Context: an optimization exercise on an open-source flow, tuned for small area. The choices shown serve that exercise and are no tape-out recipe.
Power and IR drop assume default switching activity.

==> run B <==
==> flow/design.v <==
package npcPkg;
    typedef logic [31:0] wordT;
    typedef logic [4:0] regAddrT;
    typedef logic [11:0] immT;
    typedef enum logic [1:0] {
        instAddi,
        instJalr,
        instEbreak,
        instIllegal
    } instTypeE;
    typedef enum logic [1:0] {
        coreReset,
        coreRun,
        coreHalt
    } coreStateE;
    typedef enum logic [1:0] {
        haltNone,
        haltEbreak,
        haltIllegal
    } haltCauseE;
    typedef struct packed {
        instTypeE kind;
        regAddrT  rs1;
        regAddrT  rd;
        wordT     imm;
        logic     regWen;
    } decodeT;
    typedef struct packed {
        logic    valid;
        wordT    pc;
        wordT    inst;
        logic    wen;
        regAddrT rd;
        wordT    wdata;
    } commitT;
endpackage
`timescale 1ns/100ps
module npcRegRow
(
    input  logic        clk,
    input  logic        we,
    input  logic        keep,
    input  logic [31:0] col,
    output logic [31:0] q
);
    always_ff @(posedge clk) begin
        q <= ~((q | {32{we}}) & ({32{keep}} | col));
    end
endmodule
module npcAoi222
(
    input  logic a0, b0, a1, b1, a2, b2,
    output logic y
);
    assign y = ~((a0 & b0) | (a1 & b1) | (a2 & b2));
endmodule
module npcNand2
(
    input  logic a, b,
    output logic y
);
    assign y = ~(a & b);
endmodule
module npcNand3
(
    input  logic a, b, c,
    output logic y
);
    assign y = ~(a & b & c);
endmodule
module npcNand4
(
    input  logic a, b, c, d,
    output logic y
);
    assign y = ~(a & b & c & d);
endmodule
module npcOr3
(
    input  logic a, b, c,
    output logic y
);
    assign y = a | b | c;
endmodule
module npcReadBit
(
    input  logic [30:0] q,
    input  logic [30:0] sel,
    output logic        y
);
    logic [10:0] t;
    logic [2:0]  n;
    for (genvar g = 0; g < 10; g++) begin : g_aoi
        npcAoi222 aoi (
            .a0(q[3*g]),   .b0(sel[3*g]),
            .a1(q[3*g+1]), .b1(sel[3*g+1]),
            .a2(q[3*g+2]), .b2(sel[3*g+2]),
            .y (t[g])
        );
    end
    npcNand2 last (.a(q[30]), .b(sel[30]), .y(t[10]));
    npcNand4 n0 (.a(t[0]), .b(t[1]), .c(t[2]), .d(t[3]), .y(n[0]));
    npcNand4 n1 (.a(t[4]), .b(t[5]), .c(t[6]), .d(t[7]), .y(n[1]));
    npcNand3 n2 (.a(t[8]), .b(t[9]), .c(t[10]), .y(n[2]));
    npcOr3   o  (.a(n[0]), .b(n[1]), .c(n[2]), .y(y));
endmodule
`timescale 1ns/100ps
module npcTop
(
    input  logic        clk,
    input  logic        arstN,
    output logic [31:0] instAddr,
    input  logic [31:0] instData,
    output logic        commitValid,
    output logic [31:0] commitPc,
    output logic [31:0] commitInst,
    output logic        commitWen,
    output logic [4:0]  commitRd,
    output logic [31:0] commitWdata,
    output logic [1:0]  state,
    output logic [1:0]  haltCause
);
    function automatic logic [18:0] prefixAnd20(input logic [18:0] x);
        logic [18:0] p;
        p = x;
        for (int k = 0; k < 5; k++) begin
            for (int i = 0; i < 19; i++) begin
                if ((i >> k) & 1) p[i] = p[i] & p[((i >> k) << k) - 1];
            end
        end
        prefixAnd20 = p;
    endfunction
    logic [4:0]  rd, rs1;
    logic [31:0] imm;
    logic        isAddi, isJalr, isEbreak;
    assign rd       = instData[11:7];
    assign rs1      = instData[19:15];
    assign imm      = {{20{instData[31]}}, instData[31:20]};
    assign isAddi   = (instData[6:0] == 7'b0010011) && (instData[14:12] == 3'b000);
    assign isJalr   = (instData[6:0] == 7'b1100111) && (instData[14:12] == 3'b000);
    assign isEbreak = (instData == 32'h0010_0073);
    logic halted, low;
    logic running;
    logic regWrite;
    assign running  = !halted && low;
    assign regWrite = running && (isAddi || isJalr);
    always_ff @(posedge clk or negedge arstN) begin
        if (!arstN) begin
            halted <= 1'b0;
            low    <= 1'b0;
        end else if (!halted) begin
            if (!low) begin
                low <= 1'b1;
            end else if (!(isAddi || isJalr)) begin
                halted <= 1'b1;
                low    <= !isEbreak;
            end
        end
    end
    assign state     = {halted, running};
    assign haltCause = {halted && low, halted && !low};
    logic [31:0] regs [1:31];
    logic [31:1] valid;
    logic [31:1] wsel;
    logic [31:1] rsel;
    logic [31:0] rs1Value;
    logic [31:0] rs1Stored;
    logic        toggle;
    logic [31:0] wcol;
    logic [31:0] wbData;
    always_comb begin
        for (int i = 1; i < 32; i++) begin
            wsel[i] = regWrite && (rd == i[4:0]);
            rsel[i] = valid[i] && (rs1 == i[4:0]);
        end
    end
    for (genvar b = 0; b < 32; b++) begin : g_rd
        logic [30:0] qb;
        for (genvar i = 1; i < 32; i++) begin : g_q
            assign qb[i-1] = regs[i][b];
        end
        npcReadBit rdBit (
            .q  (qb),
            .sel(rsel),
            .y  (rs1Stored[b])
        );
    end
    for (genvar i = 1; i < 32; i++) begin : g_reg
        npcRegRow row (
            .clk (clk),
            .we  (wsel[i]),
            .keep(~wsel[i]),
            .col (wcol),
            .q   (regs[i])
        );
    end
    always_ff @(posedge clk or negedge arstN) begin
        if (!arstN) begin
            toggle <= 1'b0;
        end else begin
            toggle <= !toggle;
        end
    end
    assign rs1Value = rs1Stored ^ {32{toggle}};
    assign wcol     = wbData ^ {32{toggle}};
    always_ff @(posedge clk) begin
        valid <= {31{arstN}} & (valid | wsel);
    end
    logic [31:1] pcHi;
    logic [31:0] pc;
    logic [31:0] sum;
    logic [31:0] pcPlus4;
    assign pc      = {pcHi, 1'b0};
    logic [12:0] sumLo;
    logic [19:0] hi;
    logic [19:0] hiOnes, hiZeros;
    logic        hiInc, hiDec;
    assign sumLo   = {1'b0, rs1Value[11:0]} + {1'b0, imm[11:0]};
    assign hi      = rs1Value[31:12];
    assign hiInc   = sumLo[12] && !imm[11];
    assign hiDec   = !sumLo[12] && imm[11];
    assign hiOnes  = {prefixAnd20(hi[18:0]), 1'b1};
    assign hiZeros = {prefixAnd20(~hi[18:0]), 1'b1};
    assign sum     = {hi ^ (({20{hiInc}} & hiOnes) | ({20{hiDec}} & hiZeros)), sumLo[11:0]};
    logic [29:0] pcOnes;
    always_comb begin
        pcOnes[0] = 1'b1;
        for (int i = 1; i < 30; i++) pcOnes[i] = pcOnes[i-1] & pc[i+1];
    end
    assign pcPlus4 = {pc[31:2] ^ pcOnes, pc[1:0]};
    assign wbData  = isJalr ? pcPlus4 : sum;
    always_ff @(posedge clk or negedge arstN) begin
        if (!arstN) begin
            pcHi <= 31'h4000_0000;
        end else if (running) begin
            if (isJalr)      pcHi <= sum[31:1];
            else if (isAddi) pcHi <= pcPlus4[31:1];
        end
    end
    assign instAddr    = pc;
    assign commitValid = running;
    assign commitPc    = pc;
    assign commitInst  = instData;
    assign commitWen   = regWrite;
    assign commitRd    = rd;
    assign commitWdata = wbData;
endmodule
==> flow/flow/run.sh <==
#!/bin/bash
# The standard layout, with smaller port buffers and a clock tree of
# smaller buffers and no dummy loads. Each tool's log stays under orfs/logs.
set -euo pipefail
export BUFFER_PORTS_ARGS="-buffer_cell sky130_fd_sc_hd__buf_2"
export CTS_ARGS="-sink_clustering_enable -repair_clock_nets -dont_use_dummy_load -buf_list {sky130_fd_sc_hd__clkbuf_4 sky130_fd_sc_hd__clkbuf_8 sky130_fd_sc_hd__clkbuf_16} -sink_clustering_buffer sky130_fd_sc_hd__clkbuf_8 -sink_clustering_size 16 -sink_clustering_max_diameter 60"
bash standard.sh > standard.log 2>&1
==> flow/standard.sh <==
#!/bin/bash
# synth_recipe.tcl (not shown) runs the flow's synth.tcl, then flattens the netlist and writes it again
# the make line also repeats each setting of config.mk as NAME=value (left out here)
make -C /OpenROAD-flow-scripts/flow DESIGN_CONFIG=/design/flow/config.mk WORK_HOME=/design/flow/orfs CLKGATE_MAP_FILE= SYNTH_SCRIPT=/design/flow/synth_recipe.tcl "${@:-finish}"
==> flow/config.mk <==
export PLATFORM = sky130hd
export DESIGN_NAME = npcTop
export DESIGN_NICKNAME = npcTop
export VERILOG_FILES = /design/flow/design.v
export SDC_FILE = /design/flow/constraint.sdc
export NUM_CORES = 4
export LEC_CHECK = 0
export CAP_MARGIN = 20
export CORE_MARGIN = 2
export CORE_UTILIZATION = 65
export SETUP_SLACK_MARGIN = 0.1
export SLEW_MARGIN = 20
export SYNTH_HIERARCHICAL = 1
export SYNTH_MINIMUM_KEEP_SIZE = 0
==> flow/constraint.sdc <==
create_clock -name core_clock -period 9.0 [get_ports {clk}]
set_input_delay 1.8000 -clock core_clock [delete_from_list [all_inputs] [get_ports {clk}]]
set_output_delay 1.8000 -clock core_clock [all_outputs]
set_load 0.01 [all_outputs]
==> inputs of run R, as changes to run B <==
==> flow/design.v, changed modules only <==
module npcRegRow
(
    input  logic        clk,
    input  logic        we,
    input  logic        keep,
    input  logic [31:0] wd,
    output logic [31:0] q
);
    always_ff @(posedge clk) begin
        q <= (q & {32{keep}}) | (wd & {32{we}});
    end
endmodule
module npcTop
(
    input  logic        clk,
    input  logic        arstN,
    output logic [31:0] instAddr,
    input  logic [31:0] instData,
    output logic        commitValid,
    output logic [31:0] commitPc,
    output logic [31:0] commitInst,
    output logic        commitWen,
    output logic [4:0]  commitRd,
    output logic [31:0] commitWdata,
    output logic [1:0]  state,
    output logic [1:0]  haltCause
);
    logic [4:0]  rd, rs1;
    logic [31:0] imm;
    logic        isAddi, isJalr, isEbreak;
    assign rd       = instData[11:7];
    assign rs1      = instData[19:15];
    assign imm      = {{20{instData[31]}}, instData[31:20]};
    assign isAddi   = (instData[6:0] == 7'b0010011) && (instData[14:12] == 3'b000);
    assign isJalr   = (instData[6:0] == 7'b1100111) && (instData[14:12] == 3'b000);
    assign isEbreak = (instData == 32'h0010_0073);
    logic running;
    logic regWrite;
    assign running  = (state == 2'd1);
    assign regWrite = running && (isAddi || isJalr);
    always_ff @(posedge clk or negedge arstN) begin
        if (!arstN) begin
            state     <= 2'd0;
            haltCause <= 2'd0;
        end else begin
            case (state)
                2'd0: state <= 2'd1;
                2'd1: if (!(isAddi || isJalr)) begin
                    state     <= 2'd2;
                    haltCause <= isEbreak ? 2'd1 : 2'd2;
                end
                2'd2: ;
                default: state <= 2'd0;
            endcase
        end
    end
    logic [31:0] regs [1:31];
    logic [31:1] valid;
    logic [31:1] wsel;
    logic [31:1] rsel;
    logic [31:0] rs1Value;
    logic [31:0] wbData;
    always_comb begin
        rs1Value = '0;
        for (int i = 1; i < 32; i++) begin
            wsel[i] = regWrite && (rd == i[4:0]);
            rsel[i] = valid[i] && (rs1 == i[4:0]);
            rs1Value = rs1Value | (regs[i] & {32{rsel[i]}});
        end
    end
    for (genvar i = 1; i < 32; i++) begin : g_reg
        npcRegRow row (
            .clk (clk),
            .we  (wsel[i]),
            .keep(~wsel[i]),
            .wd  (wbData),
            .q   (regs[i])
        );
    end
    always_ff @(posedge clk or negedge arstN) begin
        if (!arstN) begin
            valid <= '0;
        end else begin
            valid <= valid | wsel;
        end
    end
    logic [31:1] pcHi;
    logic [31:0] pc;
    logic [31:0] sum;
    logic [31:0] pcPlus4;
    assign pc      = {pcHi, 1'b0};
    assign sum     = rs1Value + imm;
    assign pcPlus4 = pc + 32'd4;
    assign wbData  = isJalr ? pcPlus4 : sum;
    always_ff @(posedge clk or negedge arstN) begin
        if (!arstN) begin
            pcHi <= 31'h4000_0000;
        end else if (running) begin
            if (isJalr)      pcHi <= sum[31:1];
            else if (isAddi) pcHi <= pcPlus4[31:1];
        end
    end
    assign instAddr    = pc;
    assign commitValid = running;
    assign commitPc    = pc;
    assign commitInst  = instData;
    assign commitWen   = regWrite;
    assign commitRd    = rd;
    assign commitWdata = wbData;
endmodule
// module npcAoi222 removed
// module npcNand2 removed
// module npcNand3 removed
// module npcNand4 removed
// module npcOr3 removed
// module npcReadBit removed
==> flow/run.sh (new file) <==
#!/bin/bash
# synth_recipe.tcl (not shown) runs the flow's synth.tcl, then flattens the netlist and writes it again
# the make line also repeats each setting of config.mk as NAME=value (left out here)
make -C /OpenROAD-flow-scripts/flow DESIGN_CONFIG=/design/flow/config.mk WORK_HOME=/design/flow/orfs CLKGATE_MAP_FILE= SYNTH_SCRIPT=/design/flow/synth_recipe.tcl finish
SETUP_SLACK_MARGIN = 0.3   (was 0.1)
removed: flow/flow/run.sh
removed: flow/standard.sh
==> results_dict.tcl <==
set metrics [dict create \
    status "complete, no violations" \
    yosysMostFrequentCell "a22o_1" \
    finalInstanceArea_um2 49800 \
    synthDistinctLibCells 74 \
    pwr-share-comb 0.034 \
    cts_setup_buffers 16 \
    met3_usage 0.300 \
    hold_end "valid[28]$_DFF_PN0_" \
]
the above is filed under run R

==> results_dict.tcl <==
set metrics [dict create \
    synthDistinctLibCells 79 \
    yosysMostFrequentCell "dfxtp_1" \
    cts_setup_buffers 47 \
    setup_viol_count_final 7 \
    finalInstanceArea_um2 43400 \
    pwr-share-comb 0.063 \
    violations "negative setup slack" \
    met3_usage 0.141 \
    status "complete, but fails checks" \
    hold_end "g_reg[29].row.q[18]$_DFF_P_" \
    fin_ws_ns -0.152 \
]
the above is filed under run B

No run of this note included a check of the RTL's function; only the layout flow was run.

-- re-timing with driven ports --
In the flow no input, the clock included, has a driving cell. The finished layouts below were timed again as built, in two steps.
Step 1 assumes that a clkbuf_16 drives the clock port and a buf_2 every other input.
Step 2 moves the port delays by t, midway between the first and last clock arrival at a register: inputs arrive t later, outputs are due t later. That takes back most of the time a late clock gives input paths.
Slacks: ideal ports / drivers / drivers and shift; pairs: ideal ports / drivers.
run	t, ns	setup slack, ns	worst register clock-pin slew, ns	cell pins on the clock port's net
run B	0.668	-0.152 / -0.236 / -0.562	0.10 / 0.10	1
run R	0.752	0.347 / 0.328 / 0.328	0.07 / 0.07	1
For run B, which loses most, drivers alone change the setup slack by -0.084 ns; drivers and shift together by -0.410 ns.
